This design comes from an exercise in tuning for a short achievable clock period and few clock cycles per item on the open sky130 flow, not from production work. No run shown here included a check of the RTL's function; only the layout flow was run. Power and IR drop assume default switching activity.

### flow/design.v
package rv32i_types;
  localparam int ROB_ID_SIZE = 4;
  typedef struct packed {
    logic                   valid;
    logic                   mem_inst;
    logic                   l_s;           
    logic [2:0]             funct3;
    logic [31:0]            rs1_v;
    logic                   r1;            
    logic [ROB_ID_SIZE-1:0] rob_id;        
    logic [31:0]            rs2_v;
    logic                   r2;
    logic [ROB_ID_SIZE-1:0] rob_id2;
    logic [31:0]            ls_imm;
    logic [ROB_ID_SIZE-1:0] rob_id_dest;
  } ls_q_entry;
  localparam int LSQ_ENTRY_W = 6 + 3*32 + 2 + 3*ROB_ID_SIZE;
  typedef enum logic [1:0] {IDLE, REQ, DRAIN} lsq_state_t;
  localparam logic [2:0] F3_LB  = 3'b000;
  localparam logic [2:0] F3_LH  = 3'b001;
  localparam logic [2:0] F3_LW  = 3'b010;
  localparam logic [2:0] F3_LBU = 3'b100;
  localparam logic [2:0] F3_LHU = 3'b101;
  localparam logic [2:0] F3_SB  = 3'b000;
  localparam logic [2:0] F3_SH  = 3'b001;
  localparam logic [2:0] F3_SW  = 3'b010;
endpackage
module lsq_mem_align
(
  input  logic [31:0] base,
  input  logic [31:0] imm,
  input  logic [2:0]  funct3,
  input  logic [31:0] st_data,
  output logic [31:0] addr,
  output logic [1:0]  off,
  output logic [3:0]  mask,
  output logic [31:0] wdata
);
  logic [31:0] ea;
  always_comb begin
    ea    = base + imm;
    addr  = {ea[31:2], 2'b00};
    off   = ea[1:0];
    case (funct3[1:0])
      2'b00:   mask = 4'b0001 << off;
      2'b01:   mask = 4'b0011 << off;
      default: mask = 4'b1111;
    endcase
    wdata = st_data << {off, 3'b000};
  end
endmodule
module lsq_ld_ctl
(
  input  logic [2:0]      funct3,
  input  logic [1:0]      off,
  output logic [3:0][3:0] sel,     
  output logic [3:0]      sgn,     
  output logic [3:0]      ext      
);
  always_comb begin
    sel = '0;
    sgn = '0;
    ext = '0;
    case (funct3[1:0])
      2'b00: begin
        sel[0][off] = 1'b1;
        ext         = 4'b1110;
        sgn[off]    = !funct3[2];
      end
      2'b01: begin
        sel[0][{off[1], 1'b0}] = 1'b1;
        sel[1][{off[1], 1'b1}] = 1'b1;
        ext                    = 4'b1100;
        sgn[{off[1], 1'b1}]    = !funct3[2];
      end
      default: begin
        sel[0][0] = 1'b1;
        sel[1][1] = 1'b1;
        sel[2][2] = 1'b1;
        sel[3][3] = 1'b1;
      end
    endcase
  end
endmodule
module lsq_ld_data
(
  input  logic [3:0][3:0] sel,
  input  logic [3:0]      sgn,
  input  logic [3:0]      ext,
  input  logic [31:0]     rdata,
  output logic [31:0]     ld_data
);
  logic s;
  always_comb begin
    s = 1'b0;
    for (int k = 0; k < 4; k++) s = s | (sgn[k] & rdata[8*k+7]);
    for (int b = 0; b < 4; b++) begin
      ld_data[8*b +: 8] = {8{ext[b] & s}};
      for (int k = 0; k < 4; k++)
        ld_data[8*b +: 8] = ld_data[8*b +: 8] | ({8{sel[b][k]}} & rdata[8*k +: 8]);
    end
  end
endmodule
module ls_queue
#(
  parameter int DEPTH = 4,
  parameter int ROB_W = rv32i_types::ROB_ID_SIZE
) (
  input  logic             clk,
  input  logic             rst,
  input  logic [rv32i_types::LSQ_ENTRY_W-1:0] ls_q_inst1,
  output logic             ls_q_full,
  input  logic             flush,
  input  logic             cdb_valid,
  input  logic [ROB_W-1:0] cdb_rob_id,
  input  logic [31:0]      cdb_data,
  input  logic             rob_head_valid,
  input  logic [ROB_W-1:0] rob_head_id,
  output logic [31:0]      dmem_addr,
  output logic [3:0]       dmem_rmask,
  output logic [3:0]       dmem_wmask,
  output logic [31:0]      dmem_wdata,
  input  logic [31:0]      dmem_rdata,
  input  logic             dmem_resp,
  output logic             ld_valid,
  output logic [ROB_W-1:0] ld_rob_id,
  output logic [31:0]      ld_data,
  output logic             st_done,
  output logic [ROB_W-1:0] st_rob_id
);
  localparam int PW = $clog2(DEPTH);
  localparam int CW = PW + 1;
  logic [DEPTH-1:0]            qv_q, qv_d;         
  logic [DEPTH-1:0]            qls_q, qls_d;       
  logic [DEPTH-1:0][2:0]       qf3_q, qf3_d;
  logic [DEPTH-1:0][31:0]      qrs1_q, qrs1_d;
  logic [DEPTH-1:0]            qr1_q, qr1_d;
  logic [DEPTH-1:0][ROB_W-1:0] qid1_q, qid1_d;
  logic [DEPTH-1:0][31:0]      qrs2_q, qrs2_d;
  logic [DEPTH-1:0]            qr2_q, qr2_d;
  logic [DEPTH-1:0][ROB_W-1:0] qid2_q, qid2_d;
  logic [DEPTH-1:0][31:0]      qimm_q, qimm_d;
  logic [DEPTH-1:0][ROB_W-1:0] qdst_q, qdst_d;
  logic [DEPTH-1:0]            qa_q, qa_d;
  logic [DEPTH-1:0][31:0]      qaddr_q, qaddr_d;
  logic [DEPTH-1:0][3:0]       qmask_q, qmask_d;
  logic [DEPTH-1:0][31:0]      qwd_q, qwd_d;
  logic [DEPTH-1:0][3:0][3:0]  qsel_q, qsel_d;
  logic [DEPTH-1:0][3:0]       qsgn_q, qsgn_d;
  logic [DEPTH-1:0][3:0]       qext_q, qext_d;
  logic [PW-1:0]    head_q, head_d, tail_q, tail_d;
  logic [CW-1:0]    count_q, count_d;
  logic             full_q;
  logic             ov_q, ov_d;         
  logic             ols_q, ols_d;       
  logic             old_q, old_d;       
  logic             ost_q, ost_d;       
  logic [31:0]      oaddr_q, oaddr_d, owd_q, owd_d;
  logic [3:0]       ormask_q, ormask_d, owmask_q, owmask_d;
  logic [ROB_W-1:0] odst_q, odst_d;
  logic [3:0][3:0]  osel_q, osel_d;
  logic [3:0]       osgn_q, osgn_d;
  logic [3:0]       oext_q, oext_d;
  logic             cv_q;
  logic [ROB_W-1:0] cid_q;
  logic [31:0]      cdat_q;
  rv32i_types::ls_q_entry inst_in;
  logic             enq, pop, ofree, take, h_rdy;
  logic [DEPTH-1:0][31:0]     c_addr, c_wd;
  logic [DEPTH-1:0][1:0]      c_off;
  logic [DEPTH-1:0][3:0]      c_mask;
  logic [DEPTH-1:0][3:0][3:0] c_sel;
  logic [DEPTH-1:0][3:0]      c_sgn, c_ext;
  assign inst_in   = ls_q_inst1;
  assign ls_q_full = full_q;
  for (genvar g = 0; g < DEPTH; g++) begin : g_al
    lsq_mem_align u_align (
      .base    (qrs1_q[g]),
      .imm     (qimm_q[g]),
      .funct3  (qf3_q[g]),
      .st_data (qrs2_q[g]),
      .addr    (c_addr[g]),
      .off     (c_off[g]),
      .mask    (c_mask[g]),
      .wdata   (c_wd[g])
    );
    lsq_ld_ctl u_ctl (
      .funct3 (qf3_q[g]),
      .off    (c_off[g]),
      .sel    (c_sel[g]),
      .sgn    (c_sgn[g]),
      .ext    (c_ext[g])
    );
  end
  lsq_ld_data u_ld (
    .sel     (osel_q),
    .sgn     (osgn_q),
    .ext     (oext_q),
    .rdata   (dmem_rdata),
    .ld_data (ld_data)
  );
  assign dmem_addr  = oaddr_q;
  assign dmem_rmask = ormask_q;
  assign dmem_wmask = owmask_q & {4{rob_head_valid && rob_head_id == odst_q}};
  assign dmem_wdata = owd_q;
  assign ld_valid   = dmem_resp && old_q;
  assign ld_rob_id  = odst_q;
  assign st_done    = dmem_resp && ost_q;
  assign st_rob_id  = odst_q;
  assign h_rdy = qv_q[head_q] && qa_q[head_q];
  always_comb begin
    qv_d    = qv_q;
    qls_d   = qls_q;
    qf3_d   = qf3_q;
    qrs1_d  = qrs1_q;
    qr1_d   = qr1_q;
    qid1_d  = qid1_q;
    qrs2_d  = qrs2_q;
    qr2_d   = qr2_q;
    qid2_d  = qid2_q;
    qimm_d  = qimm_q;
    qdst_d  = qdst_q;
    qa_d    = qa_q;
    qaddr_d = qaddr_q;
    qmask_d = qmask_q;
    qwd_d   = qwd_q;
    qsel_d  = qsel_q;
    qsgn_d  = qsgn_q;
    qext_d  = qext_q;
    head_d  = head_q;
    tail_d  = tail_q;
    count_d = count_q;
    ov_d     = ov_q;
    ols_d    = ols_q;
    old_d    = old_q;
    ost_d    = ost_q;
    oaddr_d  = oaddr_q;
    owd_d    = owd_q;
    ormask_d = ormask_q;
    owmask_d = owmask_q;
    odst_d   = odst_q;
    osel_d   = osel_q;
    osgn_d   = osgn_q;
    oext_d   = oext_q;
    enq = inst_in.valid && inst_in.mem_inst && !full_q && !flush;
    for (int i = 0; i < DEPTH; i++) begin
      if (cv_q && !qr1_q[i] && qid1_q[i] == cid_q) begin
        qrs1_d[i] = cdat_q;
        qr1_d[i]  = 1'b1;
      end
      if (cv_q && !qr2_q[i] && qid2_q[i] == cid_q) begin
        qrs2_d[i] = cdat_q;
        qr2_d[i]  = 1'b1;
      end
      if (qr1_q[i] && qr2_q[i] && !qa_q[i]) begin
        qa_d[i]    = 1'b1;
        qaddr_d[i] = c_addr[i];
        qmask_d[i] = c_mask[i];
        qwd_d[i]   = c_wd[i];
        qsel_d[i]  = c_sel[i];
        qsgn_d[i]  = c_sgn[i];
        qext_d[i]  = c_ext[i];
      end
    end
    ofree = !ov_q || dmem_resp;
    take  = ofree && h_rdy && !flush;
    pop   = take;
    if (ofree) begin
      ov_d     = 1'b0;
      old_d    = 1'b0;
      ost_d    = 1'b0;
      ormask_d = '0;
      owmask_d = '0;
    end
    if (take) begin
      ov_d     = 1'b1;
      ols_d    = qls_q[head_q];
      old_d    = qls_q[head_q];
      ost_d    = !qls_q[head_q];
      oaddr_d  = qaddr_q[head_q];
      owd_d    = qwd_q[head_q];
      ormask_d = qls_q[head_q] ? qmask_q[head_q] : 4'b0000;
      owmask_d = qls_q[head_q] ? 4'b0000 : qmask_q[head_q];
      odst_d   = qdst_q[head_q];
      osel_d   = qsel_q[head_q];
      osgn_d   = qsgn_q[head_q];
      oext_d   = qext_q[head_q];
    end
    if (flush && !ofree) begin
      old_d = 1'b0;
      ost_d = 1'b0;
      if (!ols_q) begin
        ov_d     = 1'b0;
        owmask_d = '0;
      end
    end
    for (int i = 0; i < DEPTH; i++) begin
      if (pop && PW'(i) == head_q) qv_d[i] = 1'b0;
      if (enq && PW'(i) == tail_q) begin
        qv_d[i]   = 1'b1;
        qls_d[i]  = inst_in.l_s;
        qf3_d[i]  = inst_in.funct3;
        qrs1_d[i] = inst_in.rs1_v;
        qr1_d[i]  = inst_in.r1;
        qid1_d[i] = inst_in.rob_id;
        qrs2_d[i] = inst_in.rs2_v;
        qr2_d[i]  = inst_in.r2;
        qid2_d[i] = inst_in.rob_id2;
        qimm_d[i] = inst_in.ls_imm;
        qdst_d[i] = inst_in.rob_id_dest;
        qa_d[i]   = 1'b0;
      end
    end
    if (pop)
      head_d = head_q + PW'(1);
    if (enq)
      tail_d = tail_q + PW'(1);
    case ({enq, pop})
      2'b10:   count_d = count_q + CW'(1);
      2'b01:   count_d = count_q - CW'(1);
      default: count_d = count_q;
    endcase
    if (flush) begin
      qv_d    = '0;
      head_d  = '0;
      tail_d  = '0;
      count_d = '0;
    end
  end
  always_ff @(posedge clk or negedge rst) begin
    if (!rst) begin
      qv_q     <= '0;
      qls_q    <= '0;
      qf3_q    <= '0;
      qrs1_q   <= '0;
      qr1_q    <= '0;
      qid1_q   <= '0;
      qrs2_q   <= '0;
      qr2_q    <= '0;
      qid2_q   <= '0;
      qimm_q   <= '0;
      qdst_q   <= '0;
      qa_q     <= '0;
      qaddr_q  <= '0;
      qmask_q  <= '0;
      qwd_q    <= '0;
      qsel_q   <= '0;
      qsgn_q   <= '0;
      qext_q   <= '0;
      head_q   <= '0;
      tail_q   <= '0;
      count_q  <= '0;
      full_q   <= 1'b0;
      ov_q     <= 1'b0;
      ols_q    <= 1'b0;
      old_q    <= 1'b0;
      ost_q    <= 1'b0;
      oaddr_q  <= '0;
      owd_q    <= '0;
      ormask_q <= '0;
      owmask_q <= '0;
      odst_q   <= '0;
      osel_q   <= '0;
      osgn_q   <= '0;
      oext_q   <= '0;
      cv_q     <= 1'b0;
      cid_q    <= '0;
      cdat_q   <= '0;
    end else begin
      qv_q     <= qv_d;
      qls_q    <= qls_d;
      qf3_q    <= qf3_d;
      qrs1_q   <= qrs1_d;
      qr1_q    <= qr1_d;
      qid1_q   <= qid1_d;
      qrs2_q   <= qrs2_d;
      qr2_q    <= qr2_d;
      qid2_q   <= qid2_d;
      qimm_q   <= qimm_d;
      qdst_q   <= qdst_d;
      qa_q     <= qa_d;
      qaddr_q  <= qaddr_d;
      qmask_q  <= qmask_d;
      qwd_q    <= qwd_d;
      qsel_q   <= qsel_d;
      qsgn_q   <= qsgn_d;
      qext_q   <= qext_d;
      head_q   <= head_d;
      tail_q   <= tail_d;
      count_q  <= count_d;
      full_q   <= (count_d == CW'(DEPTH));
      ov_q     <= ov_d;
      ols_q    <= ols_d;
      old_q    <= old_d;
      ost_q    <= ost_d;
      oaddr_q  <= oaddr_d;
      owd_q    <= owd_d;
      ormask_q <= ormask_d;
      owmask_q <= owmask_d;
      odst_q   <= odst_d;
      osel_q   <= osel_d;
      osgn_q   <= osgn_d;
      oext_q   <= oext_d;
      cv_q     <= cdb_valid;
      cid_q    <= cdb_rob_id;
      cdat_q   <= cdb_data;
    end
  end
endmodule
### flow/run.sh
#!/bin/bash
# synth_recipe.tcl (not shown) runs the flow's synth.tcl, then flattens the netlist and writes it again
# the make line also repeats each setting of config.mk as NAME=value (left out here)
make -C /OpenROAD-flow-scripts/flow DESIGN_CONFIG=/design/flow/config.mk WORK_HOME=/design/flow/orfs CLKGATE_MAP_FILE= SYNTH_SCRIPT=/design/flow/synth_recipe.tcl finish
### flow/config.mk
export PLATFORM = sky130hd
export DESIGN_NAME = ls_queue
export DESIGN_NICKNAME = ls_queue
export VERILOG_FILES = /design/flow/design.v
export SDC_FILE = /design/flow/constraint.sdc
export NUM_CORES = 4
export LEC_CHECK = 0
export ABC_CLOCK_PERIOD_IN_PS = 1000
export CAP_MARGIN = 20
export CORE_MARGIN = 2
export CORE_UTILIZATION = 40
export SETUP_SLACK_MARGIN = 3.0
export SLEW_MARGIN = 20
### flow/constraint.sdc
create_clock -name core_clock -period 5.5 [get_ports {clk}]
set_input_delay 1.1000 -clock core_clock [delete_from_list [all_inputs] [get_ports {clk}]]
set_output_delay 1.1000 -clock core_clock [all_outputs]
set_load 0.01 [all_outputs]
==> results of run 1 <==
==> layout by cell type (no fill, tap or decap), types with 71 or more instances in the layout <==
cell | synthesis | layout
nand2_1 | 1304 | 1292
clkdlybuf4s50_1 | 0 | 151
nor2_1 | 140 | 129
mux4_2 | 92 | 92
buf_4 | 6 | 144
dfrtp_1 | 952 | 933
a21oi_1 | 159 | 130
ha_1 | 150 | 87
mux2i_1 | 347 | 346
buf_6 | 0 | 83
mux2_2 | 100 | 100
o21ai_0 | 445 | 419
a21o_1 | 72 | 71
clkbuf_16 | 0 | 108
==> power groups by stage <==
stage / registers (mW) / clock network, mW / logic, mW
floorplan: 10.0 / 0 / 7.39
global placement: 10.7 / 0 / 10.6
detailed placement: 10.8 / 0 / 10.8
CTS: 10.7 / 7.49 / 12.2
global route: 11.0 / 7.79 / 14.2
finish: 10.8 / 7.38 / 13.2
==> area by class of cell <==
cell class / instances / area [µm²]
Antenna cell: 3 / 7.507
Clock buffer: 152 / 3118
Clock inverter: 44 / 476.7
Fill cell: 11140 / 60960
Inverter: 64 / 271.5
Multi-Input combinational cell: 3651 / 25880
Sequential cell: 952 / 23850
Tap cell: 1625 / 2033
Timing Repair Buffer: 539 / 5112
Timing Repair inverter: 1 / 8.758
==> registers in the layout, summed over array words and instances, names as in the netlist, 8 cells and up <==
name and cells:
qsgn_q 16, owd_q 32, cdat_q 32, qid2_q 16, qaddr_q 120, qsel_q 56
qmask_q 16, qimm_q 128, oaddr_q 30, qf3_q 12, qwd_q 128, osel_q 15
qext_q 8, qrs2_q 128, qid1_q 16, qdst_q 16, qrs1_q 128
==> cells by family after synthesis <==
| kind of cell | synth area share, % |
|---|---|
| and+or+nand+nor | 15.09 |
| AOI/OAI and AO/OA | 13.13 |
| DFF | 48.54 |
| muxes | 13.59 |
| buffers and inverters | 3.238 |
| adders and majority gates | 4.028 |
| xor gates and xnor gates | 2.373 |
| other | 0.007641 |
==> through the flow <==
step / utilization (%) / hold WS (ns)
global placement: 44.19 / 0.4455
detailed placement: 44.19 / 0.4506
CTS: 48.93 / 0.4640
floorplan: - / 0.4334
global route: 49.91 / 0.4780
finish: 49.92 / 0.4511
==> routing by layer <==
metal	GRT usage, %	vias to the layer above	routed length, µm
li1	-	18010	-
met1	37.99	19830	76580
met2	41.41	1570	77030
met3	4.514	308	13330
met4	9.407	14	6262
met5	0	-	80
==> critical path: cells and delay by family <==
kind,cells,cell delay (ns)
AO/OA/AOI/OAI,1,0.33
buffers and inverters,4,0.37
AND/OR/NAND/NOR,2,0.44
==> worst max-delay path by stage <==
| stage | startpoint | end | slack [ns] | cells after the start |
|---|---|---|---|---|
| 4_1_cts | rob_head_id[0] | dmem_wmask[1] | 2.17 | 6 |
| 2_1_floorplan | rob_head_id[0] | dmem_wmask[0] | 2.54 | 3 |
| 5_1_grt | rob_head_id[1] | dmem_wmask[3] | 2.10 | 7 |
| 6_report | rob_head_id[1] | dmem_wmask[3] | 2.17 | 7 |
| 3_5_place_dp | dmem_rdata[7] | ld_data[28] | 1.26 | 6 |
| 3_3_place_gp | dmem_rdata[7] | ld_data[28] | 1.30 | 6 |
==> timing repair <==
item                                    in CTS  in global routing
endpoints found under the setup margin     795                532
hold endpoints to repair                     0                  0
pin swaps                                  188                119
resized for setup                          746                163
cloned                                       2                  5
setup buffers                              105                 65
==> impl_metrics.env, run 1 <==
export IMPL_status="complete, no violations"
export IMPL_period_minus_slack_ns=3.332
export IMPL_ios=309
export IMPL_core_um2=121700
export IMPL_critPathKind="input pin to output pin"
export IMPL_synth_edff_count=0
export IMPL_maxCapViolations=0
export IMPL_grt_max_degree=181
export IMPL_hold_violations=0
export IMPL_finalClockSkew_ns=0.02203
export IMPL_dp_cells=6655
export IMPL_syn_inst=5004
export IMPL_place_gp_congestion=0.9351
export IMPL_fp_dieH_um=354.3
export IMPL_yosys_warnings=4
export IMPL_pwr_share_clk_pct=23.6
export IMPL_syn_area_um2=49080
export IMPL_drt_iter0_markers=3743
export IMPL_dieArea_um2=125500
export IMPL_final_cells=7031
export IMPL_fin_setup_tns_ns=0
export IMPL_wire_per_inst_um=24.64
export IMPL_track_usage_pct=26.77
export IMPL_critPathRequiredTime_ns=4.40
export IMPL_vdd_ir_drop_max_v=0.0003248
export IMPL_switching_share_pct=38.47
export IMPL_switching_power_mw=12.06
export IMPL_yosysUniqueCellTypes=87
export IMPL_ys_seq_area_share_pct=48.54
export IMPL_cts_root_buf="clkbuf_16"
export IMPL_yosysMostFrequentCell="nand2_1"
export IMPL_crit_path_end_kind="output pin"
export IMPL_port_buffers=306
export IMPL_layout_drive_gt1_share_pct=19.45
export IMPL_start_util_pct=40.32
export IMPL_cts_num_sinks=952
export IMPL_power_density_nw_per_um2=515.8
export IMPL_via_count=39730
export IMPL_tightest_slew_ns=1.057
export IMPL_yosysTopAreaCell="dfrtp_1"
export IMPL_synth_top_cell_area_share_pct=48.54
export IMPL_p_leak_nw=27.92
export IMPL_cts_max_level=3
export IMPL_rsz0062_at_grt="yes"
export IMPL_grt_overflow_total=0
export IMPL_syn_area_per_cell_um2=9.808
export IMPL_maxSlewHeadroom_pct=29.51
export IMPL_r2r_cells=12
export IMPL_seqPwrFrac_pct=34.3
export IMPL_intPower_mw=19.28
export IMPL_path_clk_slew_ns=0.05
export IMPL_startpoint_type="input pin"
export IMPL_post_route_cell_area_um2=60760
export IMPL_ctsLongestPathBuffers=3
export IMPL_viasPerCell=5.651
export IMPL_first_pass_iters=8
export IMPL_p_comb_share_pct=42.1
export IMPL_grt_pass1_wl_um=254700
export IMPL_critPathMaxStageDelay_ns=0.33
export IMPL_synthFlopType="dfrtp_1"
export IMPL_place_ws_ns=1.263
export IMPL_cp_arrival_ns=2.23
export IMPL_hold_class="input pin to asynchronous set/reset pin"
export IMPL_placed_cell_area_um2=53790
export IMPL_drt_wl_total_um=173300
export IMPL_fp_dieW_um=354.3
export IMPL_slew_viol_final=0
export IMPL_cts_hold_buf=0
export IMPL_setup_viol=0
export IMPL_r2r_start="qrs1_q[64]"
export IMPL_cp_max_fo=3
export IMPL_synth_common_cells="nand2_1 (1,304), dfrtp_1 (952), o21ai_0 (445), mux2i_1 (347), clkbuf_1 (262)"
export IMPL_drc=0
export IMPL_timing_fmax_ghz=0.3001
export IMPL_worst_slack_ns=2.168
export IMPL_total_power_mw=31.34
export IMPL_r2r_end="qaddr_q[88]"
export IMPL_grt_pass1_vias=38440
export IMPL_area_growth_pct=23.80
export IMPL_slowest_stage="a222oi_1"
export IMPL_cts_tree="built"
export IMPL_cts_buffers=107
export IMPL_antenna_left=0
export IMPL_synthTopCellsByArea="dfrtp_1 (49%), nand2_1 (10%), mux2i_1 (7.1%)"
export IMPL_ys_ff_latch=952
export IMPL_hpwl_um=111600
export IMPL_insertion_delay_ns=0.70
export IMPL_period_share_pct=60.59
export IMPL_grt_antenna_before_repair=17
export IMPL_nets=5665
export IMPL_async_flop_share_pct=100.0
export IMPL_crit_chain="buf_2 -> inv_1 -> a222oi_1 -> nor4b_4 -> buf_4 -> and2_4 -> buf_6"
export IMPL_rrSetupSlack_ns=2.46
export IMPL_rows=128
==> run 2: changes to the inputs <==
--- a/flow/design.v
+++ b/flow/design.v
@@ -26,61 +26,4 @@
   localparam logic [2:0] F3_SW  = 3'b010;
 endpackage
-module lsq_mem_align
-(
-  input  logic [31:0] base,
-  input  logic [31:0] imm,
-  input  logic [2:0]  funct3,
-  input  logic [31:0] st_data,
-  output logic [31:0] addr,
-  output logic [1:0]  off,
-  output logic [3:0]  mask,
-  output logic [31:0] wdata
-);
-  logic [31:0] ea;
-  always_comb begin
-    ea    = base + imm;
-    addr  = {ea[31:2], 2'b00};
-    off   = ea[1:0];
-    case (funct3[1:0])
-      2'b00:   mask = 4'b0001 << off;
-      2'b01:   mask = 4'b0011 << off;
-      default: mask = 4'b1111;
-    endcase
-    wdata = st_data << {off, 3'b000};
-  end
-endmodule
-module lsq_ld_ctl
-(
-  input  logic [2:0]      funct3,
-  input  logic [1:0]      off,
-  output logic [3:0][3:0] sel,     
-  output logic [3:0]      sgn,     
-  output logic [3:0]      ext      
-);
-  always_comb begin
-    sel = '0;
-    sgn = '0;
-    ext = '0;
-    case (funct3[1:0])
-      2'b00: begin
-        sel[0][off] = 1'b1;
-        ext         = 4'b1110;
-        sgn[off]    = !funct3[2];
-      end
-      2'b01: begin
-        sel[0][{off[1], 1'b0}] = 1'b1;
-        sel[1][{off[1], 1'b1}] = 1'b1;
-        ext                    = 4'b1100;
-        sgn[{off[1], 1'b1}]    = !funct3[2];
-      end
-      default: begin
-        sel[0][0] = 1'b1;
-        sel[1][1] = 1'b1;
-        sel[2][2] = 1'b1;
-        sel[3][3] = 1'b1;
-      end
-    endcase
-  end
-endmodule
 module lsq_ld_data
 (
@@ -102,4 +45,16 @@
   end
 endmodule
+module lsq_st_gate
+#(
+  parameter int ROB_W = 4
+) (
+  input  logic [3:0]       wmask,
+  input  logic [ROB_W-1:0] dst,
+  input  logic             head_valid,
+  input  logic [ROB_W-1:0] head_id,
+  output logic [3:0]       wmask_out
+);
+  assign wmask_out = wmask & {4{head_valid && head_id == dst}};
+endmodule
 module ls_queue
 #(
@@ -151,5 +106,5 @@
   logic [PW-1:0]    head_q, head_d, tail_q, tail_d;
   logic [CW-1:0]    count_q, count_d;
-  logic             full_q;
+  logic             full_q, full_d;
   logic             ov_q, ov_d;         
   logic             ols_q, ols_d;       
@@ -174,22 +129,41 @@
   assign inst_in   = ls_q_inst1;
   assign ls_q_full = full_q;
-  for (genvar g = 0; g < DEPTH; g++) begin : g_al
-    lsq_mem_align u_align (
-      .base    (qrs1_q[g]),
-      .imm     (qimm_q[g]),
-      .funct3  (qf3_q[g]),
-      .st_data (qrs2_q[g]),
-      .addr    (c_addr[g]),
-      .off     (c_off[g]),
-      .mask    (c_mask[g]),
-      .wdata   (c_wd[g])
-    );
-    lsq_ld_ctl u_ctl (
-      .funct3 (qf3_q[g]),
-      .off    (c_off[g]),
-      .sel    (c_sel[g]),
-      .sgn    (c_sgn[g]),
-      .ext    (c_ext[g])
-    );
+  always_comb begin
+    for (int g = 0; g < DEPTH; g++) begin
+      logic [31:0] ea;
+      logic [1:0]  o;
+      logic [2:0]  f;
+      ea        = qrs1_q[g] + qimm_q[g];
+      o         = ea[1:0];
+      f         = qf3_q[g];
+      c_addr[g] = {ea[31:2], 2'b00};
+      c_off[g]  = o;
+      c_wd[g]   = qrs2_q[g] << {o, 3'b000};
+      c_sel[g]  = '0;
+      c_sgn[g]  = '0;
+      c_ext[g]  = '0;
+      case (f[1:0])
+        2'b00: begin
+          c_mask[g]      = 4'b0001 << o;
+          c_sel[g][0][o] = 1'b1;
+          c_ext[g]       = 4'b1110;
+          c_sgn[g][o]    = !f[2];
+        end
+        2'b01: begin
+          c_mask[g]                 = 4'b0011 << o;
+          c_sel[g][0][{o[1], 1'b0}] = 1'b1;
+          c_sel[g][1][{o[1], 1'b1}] = 1'b1;
+          c_ext[g]                  = 4'b1100;
+          c_sgn[g][{o[1], 1'b1}]    = !f[2];
+        end
+        default: begin
+          c_mask[g]       = 4'b1111;
+          c_sel[g][0][0]  = 1'b1;
+          c_sel[g][1][1]  = 1'b1;
+          c_sel[g][2][2]  = 1'b1;
+          c_sel[g][3][3]  = 1'b1;
+        end
+      endcase
+    end
   end
   lsq_ld_data u_ld (
@@ -202,5 +176,11 @@
   assign dmem_addr  = oaddr_q;
   assign dmem_rmask = ormask_q;
-  assign dmem_wmask = owmask_q & {4{rob_head_valid && rob_head_id == odst_q}};
+  lsq_st_gate #(.ROB_W(ROB_W)) u_gate (
+    .wmask      (owmask_q),
+    .dst        (odst_q),
+    .head_valid (rob_head_valid),
+    .head_id    (rob_head_id),
+    .wmask_out  (dmem_wmask)
+  );
   assign dmem_wdata = owd_q;
   assign ld_valid   = dmem_resp && old_q;
@@ -321,5 +301,7 @@
       default: count_d = count_q;
     endcase
+    full_d = !pop && (full_q || (enq && count_q == CW'(DEPTH - 1)));
     if (flush) begin
+      full_d  = 1'b0;
       qv_d    = '0;
       head_d  = '0;
@@ -389,5 +371,5 @@
       tail_q   <= tail_d;
       count_q  <= count_d;
-      full_q   <= (count_d == CW'(DEPTH));
+      full_q   <= full_d;
       ov_q     <= ov_d;
       ols_q    <= ols_d;
--- a/flow/config.mk
+++ b/flow/config.mk
@@ -6,8 +6,9 @@
 export NUM_CORES = 4
 export LEC_CHECK = 0
-export ABC_CLOCK_PERIOD_IN_PS = 1000
 export CAP_MARGIN = 20
 export CORE_MARGIN = 2
-export CORE_UTILIZATION = 40
+export CORE_UTILIZATION = 65
 export SETUP_SLACK_MARGIN = 3.0
 export SLEW_MARGIN = 20
+export SYNTH_HIERARCHICAL = 1
+export SYNTH_MINIMUM_KEEP_SIZE = 0
==> impl_metrics.env, run 2 <==
export IMPL_status="complete, no violations"
export IMPL_layout_common_cells="nand2_1 (1,244), dfrtp_1 (902), o21ai_0 (425), mux2i_1 (329), clkdlybuf4s50_1 (153)"
export IMPL_seqPwrFrac_pct=32.9
export IMPL_cts_buffers=94
export IMPL_cp_max_fo=4
export IMPL_synthFlopType="dfrtp_1"
export IMPL_hold_violations=0
export IMPL_drt_iter0_markers=5881
export IMPL_total_power_mw=30.78
export IMPL_synth_top_cell_area_share_pct=48.45
export IMPL_period_share_pct=58.97
export IMPL_grt_pass1_vias=39920
export IMPL_intPower_mw=18.73
export IMPL_core_um2=71730
export IMPL_layout_drive_gt1_share_pct=19.55
export IMPL_grt_overflow_total=0
export IMPL_cts_root_buf="clkbuf_16"
export IMPL_maxCapViolations=0
export IMPL_r2r_end="qaddr_q[94]"
export IMPL_ys_ff_latch=916
export IMPL_cts_max_level=3
export IMPL_path_clk_slew_ns=0.06
export IMPL_critPathKind="input pin to output pin"
export IMPL_maxSlewHeadroom_pct=23.20
export IMPL_r2r_cells=14
export IMPL_rsz0062_at_grt="yes"
export IMPL_grt_antenna_before_repair=25
export IMPL_tightest_slew_ns=1.152
export IMPL_ios=309
export IMPL_slew_viol_final=0
export IMPL_fp_dieH_um=273.8
export IMPL_pwr_share_clk_pct=22.8
export IMPL_finalClockSkew_ns=0.04418
export IMPL_via_count=42220
export IMPL_n_fill_cell=4292
export IMPL_yosysTopAreaCell="dfrtp_1"
export IMPL_cts_tree="built"
export IMPL_track_usage_pct=44.30
export IMPL_syn_area_per_cell_um2=9.724
export IMPL_syn_inst=4865
export IMPL_holdWs_ns=0.4716
export IMPL_hold_class="register to register"
export IMPL_place_gp_congestion=0.9909
export IMPL_async_flop_share_pct=100.0
export IMPL_cts_num_sinks=916
export IMPL_wire_per_inst_um=28.03
export IMPL_placed_cell_area_um2=51250
export IMPL_hpwl_um=103100
export IMPL_startpoint_type="input pin"
export IMPL_p_comb_share_pct=44.2
export IMPL_vdd_ir_drop_max_v=0.0003289
export IMPL_power_density_nw_per_um2=523.4
export IMPL_crit_path_end_kind="output pin"
export IMPL_grt_max_degree=131
export IMPL_nets=5513
export IMPL_min_from="qwd_q[36]"
export IMPL_yosys_warnings=8
export IMPL_cp_arrival_ns=2.14
export IMPL_drc=0
export IMPL_p_leak_nw=28.22
export IMPL_synth_common_cells="nand2_1 (1,255), dfrtp_1 (916), o21ai_0 (477), mux2i_1 (329), clkbuf_1 (279)"
export IMPL_rrSetupSlack_ns=2.30
export IMPL_fin_util_pct=81.97
export IMPL_timing_fmax_ghz=0.3083
export IMPL_ys_seq_area_share_pct=48.45
export IMPL_setup_viol=0
export IMPL_post_route_cell_area_um2=58800
export IMPL_antenna_left=0
export IMPL_layout_commonest_cell="nand2_1"
export IMPL_switching_share_pct=39.13
export IMPL_first_pass_iters=10
export IMPL_hold_end="qwd_q[36]"
export IMPL_synth_edff_count=0
export IMPL_ctsLongestPathBuffers=3
export IMPL_start_util_pct=65.95
export IMPL_fp_dieW_um=273.8
export IMPL_rows=98
export IMPL_syn_area_um2=47310
export IMPL_drt_wl_total_um=174300
export IMPL_port_buffers=306
export IMPL_yosysMostFrequentCell="nand2_1"
export IMPL_hold_path_depth=2
export IMPL_area_growth_pct=24.29
export IMPL_period_minus_slack_ns=3.243
export IMPL_dieArea_um2=74960
export IMPL_yosysUniqueCellTypes=87
export IMPL_switching_power_mw=12.04
export IMPL_fin_setup_tns_ns=0
export IMPL_viasPerCell=6.792
export IMPL_grt_pass1_wl_um=248100
export IMPL_critPathRequiredTime_ns=4.40
export IMPL_synthTopCellsByArea="dfrtp_1 (48%), nand2_1 (10%), mux2i_1 (7.0%)"
export IMPL_insertion_delay_ns=0.68
export IMPL_r2r_start="qrs1_q[64]"
==> run 2: cell count changes after synthesis, sizes merged, moves of 16 or more <==
| cell | before | now |
|---|---|---|
| a31o | 20 | 3 |
| and2 | 64 | 21 |
| mux2i | 347 | 329 |
| mux2 | 100 | 116 |
| xnor2 | 76 | 59 |
| ha | 150 | 132 |
| nand4 | 35 | 12 |
| a22o | 5 | 30 |
| o31ai | 65 | 37 |
| clkbuf | 262 | 279 |
| nand2 | 1304 | 1255 |
| dfrtp | 952 | 916 |
| nor2 | 140 | 161 |
==> run 2: metrics by stage <==
step | instances | setup WS, ns
3_3_place_gp | 5838 | 1.502
3_5_place_dp | 5838 | 1.489
5_1_grt | 6213 | 2.249
4_1_cts | 6138 | 2.256
2_1_floorplan | 4875 | 2.587
6_report | 6217 | 2.257
==> run 2: how the worst max path moves through the flow <==
stage / endpoint / slack (ns) / startpoint / cells past startpoint
floorplan: dmem_wmask[0] / 2.59 / rob_head_id[1] / 2
global placement: ld_data[21] / 1.50 / dmem_rdata[23] / 5
detailed placement: ld_data[9] / 1.49 / dmem_rdata[7] / 5
CTS: dmem_wmask[1] / 2.26 / rob_head_id[3] / 5
global route: dmem_wmask[1] / 2.25 / rob_head_id[3] / 5
finish: dmem_wmask[2] / 2.26 / rob_head_id[3] / 5
==> run 2: what timing repair did <==
item / in CTS / in global routing
gates resized for setup: 751 / 210
cloned: 9 / 5
buffers inserted: 118 / 66
hold buffers: 0 / 0
endpoints found under the setup margin: 836 / 372
pin swaps: 147 / 118
==> run 2: cell families after synthesis <==
group	share of synthesized area [%]
adders and majority gates	3.703
other	0.007927
muxes	13.72
DFF	48.45
and+or+nand+nor	14.74
AOI/OAI and AO/OA	13.74
buffers and inverters	3.324
xor gates and xnor gates	2.314
==> run 2: layout make-up <==
cell class | count | area (µm²) | area share, %
diodes | 8 | 20.02 | 0.03405
flip-flops and latches | 916 | 22940 | 39.02
repair buffers | 554 | 5494 | 9.344
well taps | 950 | 1189 | 2.022
inverters | 54 | 202.7 | 0.3447
clock buffers | 139 | 2815 | 4.788
multi-input cells | 3562 | 25560 | 43.48
clock inverters | 34 | 570.5 | 0.9703
==> run 2: worst max-delay path, cell delays in order <==
cell	delay, ns
buf_6	0.09
a221o_2	0.42
buf_6	0.15
nor4b_4	0.21
buf_2	0.17
==> run 2: modules after synthesis (local to each module, per instance), excerpt <==
module       cells  area, µm²
lsq_ld_data    118      803.3
ls_queue      4735      46420
==> run 2: power by group through the flow <==
stage               logic [mW]  clock network, mW  registers [mW]
finish                    13.6               7.02            10.1
global route              14.3               7.28            10.2
CTS                       11.8               7.00            9.97
detailed placement        10.1                  0            10.0
global placement          9.91                  0            9.98
floorplan                 6.79                  0            9.49
==> run 2: routing by layer <==
| metal | routed length [µm] | vias up | global-route usage, % | share of wire [%] |
|---|---|---|---|---|
| met5 | 176 | - | 0 | 0.10 |
| met4 | 11440 | 28 | 22.36 | 6.6 |
| met3 | 23850 | 768 | 12.46 | 14 |
| met2 | 74510 | 3205 | 63.78 | 43 |
| met1 | 64280 | 20680 | 61.80 | 37 |
| li1 | - | 17540 | - | - |
==> run 3: changes to the inputs <==
--- a/flow/config.mk
+++ b/flow/config.mk
@@ -8,5 +8,5 @@
 export CAP_MARGIN = 20
 export CORE_MARGIN = 2
-export CORE_UTILIZATION = 65
+export CORE_UTILIZATION = 40
 export SETUP_SLACK_MARGIN = 3.0
 export SLEW_MARGIN = 20
==> impl_metrics.env, run 3 <==
export IMPL_total_power_mw=30.13
export IMPL_ios=309
export IMPL_yosysTopAreaCell="dfrtp_1"
export IMPL_yosysUniqueCellTypes=87
export IMPL_period_minus_slack_ns=3.189
export IMPL_n_fill_cell=10550
export IMPL_cts_max_level=3
export IMPL_syn_area_per_cell_um2=9.724
export IMPL_yosys_warnings=8
export IMPL_fin_util_pct=50.52
export IMPL_startpoint_type="input pin"
export IMPL_r2r_cells=14
export IMPL_drc=0
export IMPL_dieArea_um2=121000
export IMPL_vdd_ir_drop_max_v=0.0002990
export IMPL_synthTopCellsByArea="dfrtp_1 (48%), nand2_1 (10%), mux2i_1 (7.0%)"
export IMPL_fp_dieH_um=347.9
export IMPL_power_density_nw_per_um2=507.0
export IMPL_pwr_share_clk_pct=23.8
export IMPL_hold_class="input pin to asynchronous set/reset pin"
export IMPL_hpwl_um=111200
export IMPL_grt_max_degree=124
export IMPL_syn_inst=4865
export IMPL_crit_start="rob_head_id[3]"
export IMPL_grt_pass1_wl_um=254000
export IMPL_cts_root_buf="clkbuf_16"
export IMPL_layout_common_cells="nand2_1 (1,245), dfrtp_1 (908), o21ai_0 (427), mux2i_1 (328), clkdlybuf4s50_1 (154)"
export IMPL_fin_setup_tns_ns=0
export IMPL_synthFlopType="dfrtp_1"
export IMPL_tightest_slew_ns=0.8956
export IMPL_layout_drive_gt1_share_pct=19.12
export IMPL_switching_share_pct=37.97
export IMPL_cts_num_sinks=916
export IMPL_area_growth_pct=25.60
export IMPL_yosysMostFrequentCell="nand2_1"
export IMPL_maxSlewHeadroom_pct=40.30
export IMPL_synth_top_cell_area_share_pct=48.45
export IMPL_maxCapViolations=0
export IMPL_path_clk_slew_ns=0.06
export IMPL_syn_area_um2=47310
export IMPL_first_pass_iters=7
export IMPL_rsz0062_at_grt="yes"
export IMPL_drt_iter0_markers=4274
export IMPL_antenna_left=0
export IMPL_viasPerCell=5.754
export IMPL_place_gp_congestion=0.9044
export IMPL_cts_tree="built"
export IMPL_ctsLongestPathBuffers=3
export IMPL_start_util_pct=40.23
export IMPL_drt_wl_total_um=175400
export IMPL_hold_violations=0
export IMPL_p_leak_nw=28.15
export IMPL_crit_path_end_kind="output pin"
export IMPL_cts_hold_buf=0
export IMPL_insertion_delay_ns=0.70
export IMPL_intPower_mw=18.69
export IMPL_switching_power_mw=11.44
export IMPL_seqPwrFrac_pct=33.3
export IMPL_period_share_pct=57.98
export IMPL_cts_buffers=101
export IMPL_port_buffers=306
export IMPL_r2r_end="qaddr_q[126]"
export IMPL_ys_seq_area_share_pct=48.45
export IMPL_setup_viol=0
export IMPL_grt_overflow_total=0
export IMPL_endpoint="dmem_wmask[2]"
export IMPL_track_usage_pct=27.90
export IMPL_layout_commonest_cell="nand2_1"
export IMPL_finalClockSkew_ns=0.02807
export IMPL_wire_per_inst_um=25.73
export IMPL_nets=5530
export IMPL_rows=126
export IMPL_slew_viol_final=0
export IMPL_synth_common_cells="nand2_1 (1,255), dfrtp_1 (916), o21ai_0 (477), mux2i_1 (329), clkbuf_1 (279)"
export IMPL_ys_ff_latch=916
export IMPL_status="complete, no violations"
export IMPL_p_comb_share_pct=42.9
export IMPL_core_um2=117600
export IMPL_r2r_start="qimm_q[96]"
export IMPL_rrSetupSlack_ns=2.39
export IMPL_async_flop_share_pct=100.0
export IMPL_critPathKind="input pin to output pin"
export IMPL_cp_max_fo=4
export IMPL_synth_edff_count=0
export IMPL_grt_antenna_before_repair=17
export IMPL_cp_arrival_ns=2.09
export IMPL_critPathRequiredTime_ns=4.40
export IMPL_fp_dieW_um=347.9
export IMPL_timing_fmax_ghz=0.3136
export IMPL_grt_pass1_vias=37730
export IMPL_holdWs_ns=0.4240
export IMPL_via_count=39240
run 3: cell counts after synthesis:
Identical to the previous run, type by type.
run 3: worst min-delay path by stage:
stage | startpoint | cells past startpoint | slack [ns] | endpoint
2_1_floorplan | qaddr_q[46] | 2 | 0.43 | qaddr_q[46]
3_3_place_gp | qmask_q[4] | 2 | 0.45 | qmask_q[4]
3_5_place_dp | qmask_q[2] | 2 | 0.46 | qmask_q[2]
4_1_cts | rst | 1 | 0.43 | oaddr_q[3]
5_1_grt | rst | 1 | 0.47 | cdat_q[10]
6_report | rst | 1 | 0.42 | cdat_q[10]
run 3: logic make-up (layout without fill, tap and decap cells):
logic type | after synthesis | in the layout | synth area share [%]
AOI/OAI and AO/OA | 1059 | 1059 | 13.74
xor gates and xnor gates | 125 | 125 | 2.314
adders and majority gates | 137 | 137 | 3.703
buffers and inverters | 407 | 798 | 3.324
DFF | 916 | 916 | 48.45
muxes | 529 | 529 | 13.72
other | 1 | 18 | 0.007927
and+or+nand+nor | 1691 | 1701 | 14.74
run 3: cell type report:
cell class / instances / area, µm² / area share (%)
flip-flops and latches: 916 / 22940 / 38.60
repair buffers: 564 / 5638 / 9.488
multi-input cells: 3562 / 25250 / 42.49
inverters: 54 / 205.2 / 0.3453
clock buffers: 148 / 2945 / 4.957
diodes: 7 / 17.52 / 0.02948
well taps: 1536 / 1922 / 3.234
clock inverters: 32 / 509.2 / 0.8570
run 3: power groups by stage:
stage,Clock (mW),Combinational [mW],Sequential [mW]
5_1_grt,7.54,13.8,10.2
3_5_place_dp,0,10.1,10.1
4_1_cts,7.26,11.7,9.96
6_report,7.18,12.9,10.0
2_1_floorplan,0,6.79,9.49
3_3_place_gp,0,9.96,10.1
run 3: through the flow:
| step | setup slack (ns) | instance area, µm² | cells |
|---|---|---|---|
| final | 2.311 | 59420 | 6819 |
| after global routing | 2.274 | 59410 | 6814 |
| after CTS | 2.290 | 57840 | 6735 |
| after detailed placement | 1.445 | 52050 | 6431 |
| after global placement | 1.528 | 52050 | 6431 |
| after floorplan | 2.587 | 47750 | 4875 |
run 3: timing repair:
action,CTS,global route
pin swaps,144,123
buffers inserted,116,68
setup endpoints to repair,814,291
gates resized for setup,761,189
cloned,8,9
run 3: critical path, cell delays in order:
cell and delay [ns]:
buf_6 0.09, a221o_2 0.47, nor4b_4 0.25, buf_2 0.18
run 3: per-layer routing:
metal / up-vias / wire [µm] / global-route usage (%)
met3: 301 / 14090 / 4.569
met2: 1716 / 79980 / 44.10
met1: 19600 / 74560 / 38.90
met4: 8 / 6747 / 9.621
met5: - / 59 / 0
li1: 17610 / - / -
run 3: modules after synthesis (local to each module, per instance), a selection:
module | flip-flops and latches | cell area (µm²) | times used | cells
ls_queue | 916 | 46420 | 1 | 4735
lsq_ld_data | 0 | 803.3 | 1 | 118

==> static timing again, ports no longer ideal <==
In the flow no input, the clock included, has a driving cell. The finished layouts below were timed again as built, in two steps. Step 1: set_driving_cell puts a clkbuf_16 on clk and a buf_2 on each other input, an assumption about the parent block. Step 2, shift: input delay + t, output delay - t, t = (earliest + latest rising clock arrival at the registers) / 2. This alone moves slack from input paths to output paths. Slacks: ideal / step 1 / step 2; pairs: ideal / step 1.
run | t (ns) | setup slack, ns | latest minus earliest clock arrival (ns)
run 1 | 0.767 | 2.168 / 2.136 / 2.144 | 0.026 / 0.026
run 2 | 0.730 | 2.257 / 2.224 / 2.224 | 0.045 / 0.045
run 3 | 0.764 | 2.311 / 2.277 / 2.277 | 0.031 / 0.031
After both steps setup and hold are still met in every run listed. For run 3, which loses most, drivers alone change the setup slack by -0.034 ns; drivers and shift together by -0.034 ns.
